From an optimization exercise on the open Yosys and OpenROAD flow, aimed at small area, a short achievable clock period and few clock cycles per item; shortcuts taken in it are not production practice. At most, simulation tests tie the RTL to the original design; equivalence was not proved.

==> flow/design.v (excerpt) <==
module complex_div #(
  parameter int data_in_w  = 8,
  parameter int data_out_w = 16,
  parameter int frac_w     = 8
) (
  input  logic                         clk,
  input  logic                         reset_n,
  input  logic signed [data_in_w-1:0]  a_real,
  input  logic signed [data_in_w-1:0]  a_imag,
  input  logic signed [data_in_w-1:0]  b_real,
  input  logic signed [data_in_w-1:0]  b_imag,
  input  logic                         in_valid,
  output logic                         in_ready,
  output logic signed [data_out_w-1:0] out_real,
  output logic signed [data_out_w-1:0] out_imag,
  output logic                         out_valid,
  input  logic                         out_ready,
  output logic                         div_zero,
  output logic                         sat
);
  localparam int NS = 16;    
  localparam int DW = 16;    
  localparam int SPS = 1;    
  localparam int NT = NS / SPS;  
  logic          adv;                
  logic [NT+4:0] vld;                
  logic          kv;                 
  logic          push, pop, o_free;
  assign in_ready = adv;
  logic [7:0] ar0, ai0, br0, bi0;
  logic [3:0] br_one, br_two, br_neg, bi_one, bi_two, bi_neg;
  function automatic logic [11:0] booth(input logic [7:0] b);
    logic [3:0] o, t, n;
    logic       b2, b1, b0;
    for (int k = 0; k < 4; k++) begin
      b2   = b[2*k+1];
      b1   = b[2*k];
      b0   = (k == 0) ? 1'b0 : b[2*k-1];
      o[k] = b1 ^ b0;
      t[k] = (b2 & ~b1 & ~b0) | (~b2 & b1 & b0);
      n[k] = b2 & ~(b1 & b0);
    end
    booth = {o, t, n};
  endfunction
  logic [16:0] nr_x, nr_y, nr_z, ni_x, ni_y, ni_z;
  logic [15:0] d_x, d_y, d_z;
  logic [16:0] nr_x1, nr_y1, nr_z1, ni_x1, ni_y1, ni_z1;
  logic [15:0] d_x1, d_y1, d_z1;
  cd_front u_front (
    .ar(ar0), .ai(ai0), .br(br0), .bi(bi0),
    .br_one(br_one), .br_two(br_two), .br_neg(br_neg),
    .bi_one(bi_one), .bi_two(bi_two), .bi_neg(bi_neg),
    .nr_x(nr_x), .nr_y(nr_y), .nr_z(nr_z),
    .ni_x(ni_x), .ni_y(ni_y), .ni_z(ni_z),
    .d_x(d_x), .d_y(d_y), .d_z(d_z)
  );
  always_ff @(posedge clk) begin
    if (adv) begin
      ar0   <= a_real;
      ai0   <= a_imag;
      br0   <= b_real;
      bi0   <= b_imag;
  ...
For scale: roughly 5500 cells after synthesis, about 1400 flip-flops, about 75000 sq um of cells after synthesis.
export LEC_CHECK = 0
export CAP_MARGIN = 20
export CORE_MARGIN = 2
export CORE_UTILIZATION = 60
export SETUP_SLACK_MARGIN = 3.8
export SLEW_MARGIN = 20
create_clock -name core_clock -period 7.0 [get_ports {clk}]
run.sh (not shown) runs the stock make flow with config.mk's settings and CLKGATE_MAP_FILE= SYNTH_SCRIPT=/design/flow/synth_recipe.tcl, a recipe that flattens the netlist after the stock synthesis.
Testbench counts at the start, summed over its fixed seeds: cycles 3,376, items 3,200.
==> next run, changes <==
--- a/flow/design.v
+++ b/flow/design.v
@@ -653,12 +653,13 @@
     booth = {o, t, n};
   endfunction
   logic [16:0] nr_x, nr_y, nr_z, ni_x, ni_y, ni_z;
   logic [15:0] d_x, d_y, d_z;
   logic [16:0] nr_x1, nr_y1, nr_z1, ni_x1, ni_y1, ni_z1;
   logic [15:0] d_x1, d_y1, d_z1;
+  logic        dz1;
   cd_front u_front (
     .ar(ar0), .ai(ai0), .br(br0), .bi(bi0),
     .br_one(br_one), .br_two(br_two), .br_neg(br_neg),
     .bi_one(bi_one), .bi_two(bi_two), .bi_neg(bi_neg),
     .nr_x(nr_x), .nr_y(nr_y), .nr_z(nr_z),
     .ni_x(ni_x), .ni_y(ni_y), .ni_z(ni_z),
@@ -678,46 +679,50 @@
       ni_x1 <= ni_x;
       ni_y1 <= ni_y;
       ni_z1 <= ni_z;
       d_x1  <= d_x;
       d_y1  <= d_y;
       d_z1  <= d_z;
+      dz1   <= (br0 == 8'd0) && (bi0 == 8'd0);
     end
   end
   logic [NS:0][14:0] rem_r, rem_i;    
   logic [NS:0][15:0] dq_r, dq_i;      
   logic [NS:0][15:0] den;
-  logic [NS:0]       ng_r, ng_i, dz;   
+  logic [NS:0]       ng_r, ng_i, dz;
   logic [16:0] nr2, ni2;
   logic [15:0] d2;
+  logic        dz2;
   always_ff @(posedge clk) begin
     if (adv) begin
       nr2 <= nr_x1 + nr_y1 + nr_z1;
       ni2 <= ni_x1 + ni_y1 + ni_z1;
       d2  <= d_x1 + d_y1 + d_z1;
+      dz2 <= dz1;
     end
   end
   logic [15:0] nm_r3, nm_i3, d3;
-  logic        ng_r3, ng_i3;
+  logic        ng_r3, ng_i3, dz3;
   always_ff @(posedge clk) begin
     if (adv) begin
       nm_r3 <= nr2[16] ? 16'(-nr2) : nr2[15:0];
       nm_i3 <= ni2[16] ? 16'(-ni2) : ni2[15:0];
       ng_r3 <= nr2[16];
       ng_i3 <= ni2[16];
       d3    <= d2;
+      dz3   <= dz2;
     end
   end
   assign rem_r[0] = 15'(nm_r3[15:8]);
   assign rem_i[0] = 15'(nm_i3[15:8]);
   assign dq_r[0]  = {nm_r3[7:0], 8'b0};
   assign dq_i[0]  = {nm_i3[7:0], 8'b0};
   assign den[0]   = d3;
   assign ng_r[0]  = ng_r3;
   assign ng_i[0]  = ng_i3;
-  assign dz[0]    = 1'b0;
+  assign dz[0]    = dz3;
   for (genvar j = 1; j <= NS; j++) begin : g_step
     localparam int WI = (8 + j - 1 < 15) ? 8 + j - 1 : 15;    
     localparam int WO = (8 + j < 15) ? 8 + j : 15;            
     localparam int XQ = (j < 8) ? 8 : j;                       
     localparam bit REG = (j % SPS == 0) || (j == NS);
     logic [WO-1:0] nrem_r, nrem_i;
@@ -730,17 +735,18 @@
       .rem(rem_i[j-1][WI-1:0]), .xbit(dq_i[j-1][15]), .divisor(den[j-1]),
       .rem_o(nrem_i), .take(tk_i));
     assign ndq_r = {dq_r[j-1][14:0], tk_r};
     assign ndq_i = {dq_i[j-1][14:0], tk_i};
     if (REG) begin : g_reg
       logic [XQ-1:0] xq_r, xq_i;
-      logic          g_r, g_i;
+      logic          g_r, g_i, z;
       always_ff @(posedge clk) begin
         if (adv) begin
           g_r <= ng_r[j-1];
           g_i <= ng_i[j-1];
+          z   <= dz[j-1];
         end
       end
       if (j < 8) begin : g_x
         always_ff @(posedge clk) begin
           if (adv) begin
             xq_r <= {ndq_r[15:8+j], ndq_r[j-1:0]};
@@ -769,34 +775,29 @@
             dd <= den[j-1];
           end
         end
         assign rem_r[j] = 15'(rr);
         assign rem_i[j] = 15'(ri);
         assign den[j]   = dd;
-        assign dz[j]    = 1'b0;
       end else begin : g_last
-        logic z;
-        always_ff @(posedge clk) begin
-          if (adv) z <= (den[j-1] == 16'd0);
-        end
         assign rem_r[j] = '0;
         assign rem_i[j] = '0;
         assign den[j]   = '0;
-        assign dz[j]    = z;
       end
       assign ng_r[j] = g_r;
       assign ng_i[j] = g_i;
+      assign dz[j]   = z;
     end else begin : g_comb
       assign rem_r[j] = 15'(nrem_r);
       assign rem_i[j] = 15'(nrem_i);
       assign dq_r[j]  = ndq_r;
       assign dq_i[j]  = ndq_i;
       assign den[j]   = den[j-1];
       assign ng_r[j]  = ng_r[j-1];
       assign ng_i[j]  = ng_i[j-1];
-      assign dz[j]    = 1'b0;
+      assign dz[j]    = dz[j-1];
     end
   end
   function automatic logic [16:0] clamp(input logic neg, input logic zero, input logic [15:0] q);
     logic [15:0] v;
     logic        s;
     if (zero) begin
Effect: The new run ran to the end with no violations; routed wire length rose by 4.5%; setup slack gets worse by 0.22 ns; clock-buffer cell count climbs by 2; utilization is about the same; fmax is lower by 6.6%; sequential share of layout area goes up by 0.57 points; via count rises by 2.8%; cell area is about the same; area after synthesis goes up by 0.33%; final cell count rises by 1.4%; hold slack hardly moves; die area goes up by 0.32%.
For the second run of this note, only the layout was checked, not whether the RTL still works.

========
== rev 12 ==
complex_div with an RTL version that a note above also has.
For scale: ~5700 cells after synthesis, about 1400 flip-flops, ~76000 sq um of cells after synthesis.
==> flow/design.v (excerpt) <==
module complex_div #(
  parameter int data_in_w  = 8,
  parameter int data_out_w = 16,
  parameter int frac_w     = 8
) (
  input  logic                         clk,
  input  logic                         reset_n,
  input  logic signed [data_in_w-1:0]  a_real,
  input  logic signed [data_in_w-1:0]  a_imag,
  input  logic signed [data_in_w-1:0]  b_real,
  input  logic signed [data_in_w-1:0]  b_imag,
  input  logic                         in_valid,
  output logic                         in_ready,
  output logic signed [data_out_w-1:0] out_real,
  output logic signed [data_out_w-1:0] out_imag,
  output logic                         out_valid,
  input  logic                         out_ready,
  output logic                         div_zero,
  output logic                         sat
);
  localparam int NS = 16;    
  localparam int DW = 16;    
  localparam int SPS = 1;    
  localparam int NT = NS / SPS;  
  logic          adv;                
  logic [NT+4:0] vld;                
  logic          kv;                 
  logic          push, pop, o_free;
  assign in_ready = adv;
  logic [7:0] ar0, ai0, br0, bi0;
  logic [3:0] br_one, br_two, br_neg, bi_one, bi_two, bi_neg;
  function automatic logic [11:0] booth(input logic [7:0] b);
    logic [3:0] o, t, n;
    logic       b2, b1, b0;
    for (int k = 0; k < 4; k++) begin
      b2   = b[2*k+1];
      b1   = b[2*k];
      b0   = (k == 0) ? 1'b0 : b[2*k-1];
      o[k] = b1 ^ b0;
      t[k] = (b2 & ~b1 & ~b0) | (~b2 & b1 & b0);
      n[k] = b2 & ~(b1 & b0);
    end
    booth = {o, t, n};
  endfunction
  logic [16:0] nr_x, nr_y, nr_z, ni_x, ni_y, ni_z;
  logic [15:0] d_x, d_y, d_z;
  logic [16:0] nr_x1, nr_y1, nr_z1, ni_x1, ni_y1, ni_z1;
  logic [15:0] d_x1, d_y1, d_z1;
  logic        dz1;
  cd_front u_front (
    .ar(ar0), .ai(ai0), .br(br0), .bi(bi0),
    .br_one(br_one), .br_two(br_two), .br_neg(br_neg),
    .bi_one(bi_one), .bi_two(bi_two), .bi_neg(bi_neg),
    .nr_x(nr_x), .nr_y(nr_y), .nr_z(nr_z),
    .ni_x(ni_x), .ni_y(ni_y), .ni_z(ni_z),
    .d_x(d_x), .d_y(d_y), .d_z(d_z)
  );
  always_ff @(posedge clk) begin
    if (adv) begin
      ar0   <= a_real;
      ai0   <= a_imag;
  ...
Settings: LEC_CHECK=0, CAP_MARGIN=20, CORE_MARGIN=2, CORE_UTILIZATION=40, SETUP_SLACK_MARGIN=3.8, SLEW_MARGIN=20; clock period 7.0 ns.
> inputs changed (rev 12 -> rev 13)
--- a/flow/design.v
+++ b/flow/design.v
@@ -628,17 +628,17 @@
   output logic                         div_zero,
   output logic                         sat
 );
   localparam int NS = 16;    
   localparam int DW = 16;    
   localparam int SPS = 1;    
   localparam int NT = NS / SPS;  
   logic          adv;                
-  logic [NT+4:0] vld;                
+  logic [NT+3:0] vld;                
   logic          kv;                 
   logic          push, pop, o_free;
   assign in_ready = adv;
   logic [7:0] ar0, ai0, br0, bi0;
   logic [3:0] br_one, br_two, br_neg, bi_one, bi_two, bi_neg;
   function automatic logic [11:0] booth(input logic [7:0] b);
     logic [3:0] o, t, n;
     logic       b2, b1, b0;
@@ -695,36 +695,27 @@
   always_ff @(posedge clk) begin
     if (adv) begin
       nr2 <= nr_x1 + nr_y1 + nr_z1;
       ni2 <= ni_x1 + ni_y1 + ni_z1;
       d2  <= d_x1 + d_y1 + d_z1;
       dz2 <= dz1;
     end
   end
-  logic [15:0] nm_r3, nm_i3, d3;
-  logic        ng_r3, ng_i3, dz3;
-  always_ff @(posedge clk) begin
-    if (adv) begin
-      nm_r3 <= nr2[16] ? 16'(-nr2) : nr2[15:0];
-      nm_i3 <= ni2[16] ? 16'(-ni2) : ni2[15:0];
-      ng_r3 <= nr2[16];
-      ng_i3 <= ni2[16];
-      d3    <= d2;
-      dz3   <= dz2;
-    end
-  end
-  assign rem_r[0] = 15'(nm_r3[15:8]);
-  assign rem_i[0] = 15'(nm_i3[15:8]);
-  assign dq_r[0]  = {nm_r3[7:0], 8'b0};
-  assign dq_i[0]  = {nm_i3[7:0], 8'b0};
-  assign den[0]   = d3;
-  assign ng_r[0]  = ng_r3;
-  assign ng_i[0]  = ng_i3;
-  assign dz[0]    = dz3;
+  logic [15:0] nm_r2, nm_i2;
+  assign nm_r2 = nr2[16] ? 16'(-nr2) : nr2[15:0];
+  assign nm_i2 = ni2[16] ? 16'(-ni2) : ni2[15:0];
+  assign rem_r[0] = 15'(nm_r2[15:8]);
+  assign rem_i[0] = 15'(nm_i2[15:8]);
+  assign dq_r[0]  = {nm_r2[7:0], 8'b0};
+  assign dq_i[0]  = {nm_i2[7:0], 8'b0};
+  assign den[0]   = d2;
+  assign ng_r[0]  = nr2[16];
+  assign ng_i[0]  = ni2[16];
+  assign dz[0]    = dz2;
   for (genvar j = 1; j <= NS; j++) begin : g_step
     localparam int WI = (8 + j - 1 < 15) ? 8 + j - 1 : 15;    
     localparam int WO = (8 + j < 15) ? 8 + j : 15;            
     localparam int XQ = (j < 8) ? 8 : j;                       
     localparam bit REG = (j % SPS == 0) || (j == NS);
     logic [WO-1:0] nrem_r, nrem_i;
     logic          tk_r, tk_i;
     logic [15:0]   ndq_r, ndq_i;
@@ -813,17 +804,17 @@
     clamp = {s, v};
   endfunction
   logic [15:0] res_r, res_i;
   logic        st_r, st_i;
   assign {st_r, res_r} = clamp(ng_r[NS], dz[NS], dq_r[NS]);
   assign {st_i, res_i} = clamp(ng_i[NS], dz[NS], dq_i[NS]);
   logic [15:0] k_real, k_imag;
   logic        k_dz, k_sat;
-  assign push   = adv && vld[NT+3];
+  assign push   = adv && vld[NT+2];
   assign pop    = out_valid && out_ready;
   assign o_free = !out_valid || out_ready;
   always_ff @(posedge clk) begin
     if (adv) begin
       k_real <= res_r;
       k_imag <= res_i;
       k_dz   <= dz[NS];
       k_sat  <= st_r || st_i;
@@ -842,15 +833,15 @@
   end
   always_ff @(posedge clk or negedge reset_n) begin
     if (!reset_n) begin
       adv       <= 1'b0;
       vld       <= '0;
       kv        <= 1'b0;
       out_valid <= 1'b0;
     end else begin
-      if (adv) vld <= {vld[NT+3:0], in_valid};
+      if (adv) vld <= {vld[NT+2:0], in_valid};
       kv        <= kv_n;
       out_valid <= o_free ? (kv || push) : 1'b1;
       adv       <= !kv_n;
     end
   end
 endmodule
Each of the runs, namely rev 13 and rev 12, reached the end of the flow and came out clean. On worst-case register-to-register setup slack, the higher figure sits with rev 12, not rev 13. Rev 12 → rev 13: initial antenna violation count now sits lower, post-layout minimum cycle time now sits higher, cell area after synthesis now sits lower, die area now sits lower.
No run of this note included a check of the RTL's function; only the layout flow was run.

==> static timing again, ports no longer ideal <==
How much do the figures lean on ideal ports? The routed layouts below were timed once more, with nothing changed but the port constraints.
Step 1 (the two cells are an assumption about what drives the block):
set clk [get_ports {clk}]
set_driving_cell -lib_cell sky130_fd_sc_hd__clkbuf_16 $clk
set_driving_cell -lib_cell sky130_fd_sc_hd__buf_2 [delete_from_list [all_inputs] $clk]
Step 2 times the ports against the registers' clock, not the clock port: input delays grow and output delays shrink by t, the midpoint of the rising clock arrivals with the driver on.
a / b / c = ideal ports / drivers / drivers and shift; a / b = the first two.
run	t (ns)	setup slack, ns	worst setup path after step 2	clock arrival spread, ns	worst register clock-pin slew, ns
the first run of note 1	0.833	3.843 / 3.843 / 3.725	input to register	0.030 / 0.030	0.07 / 0.07
the second run of note 1	0.850	3.619 / 3.619 / 3.619	register to register	0.026 / 0.026	0.06 / 0.06
rev 12	0.843	3.590 / 3.590 / 3.590	register to register	0.038 / 0.038	0.06 / 0.06
rev 13	0.847	3.089 / 3.089 / 3.089	register to register	0.040 / 0.040	0.07 / 0.07
After both steps every run listed still meets setup and hold. For the first run of note 1, which loses most, drivers alone change the setup slack by 0.000 ns; drivers and shift together by -0.118 ns.
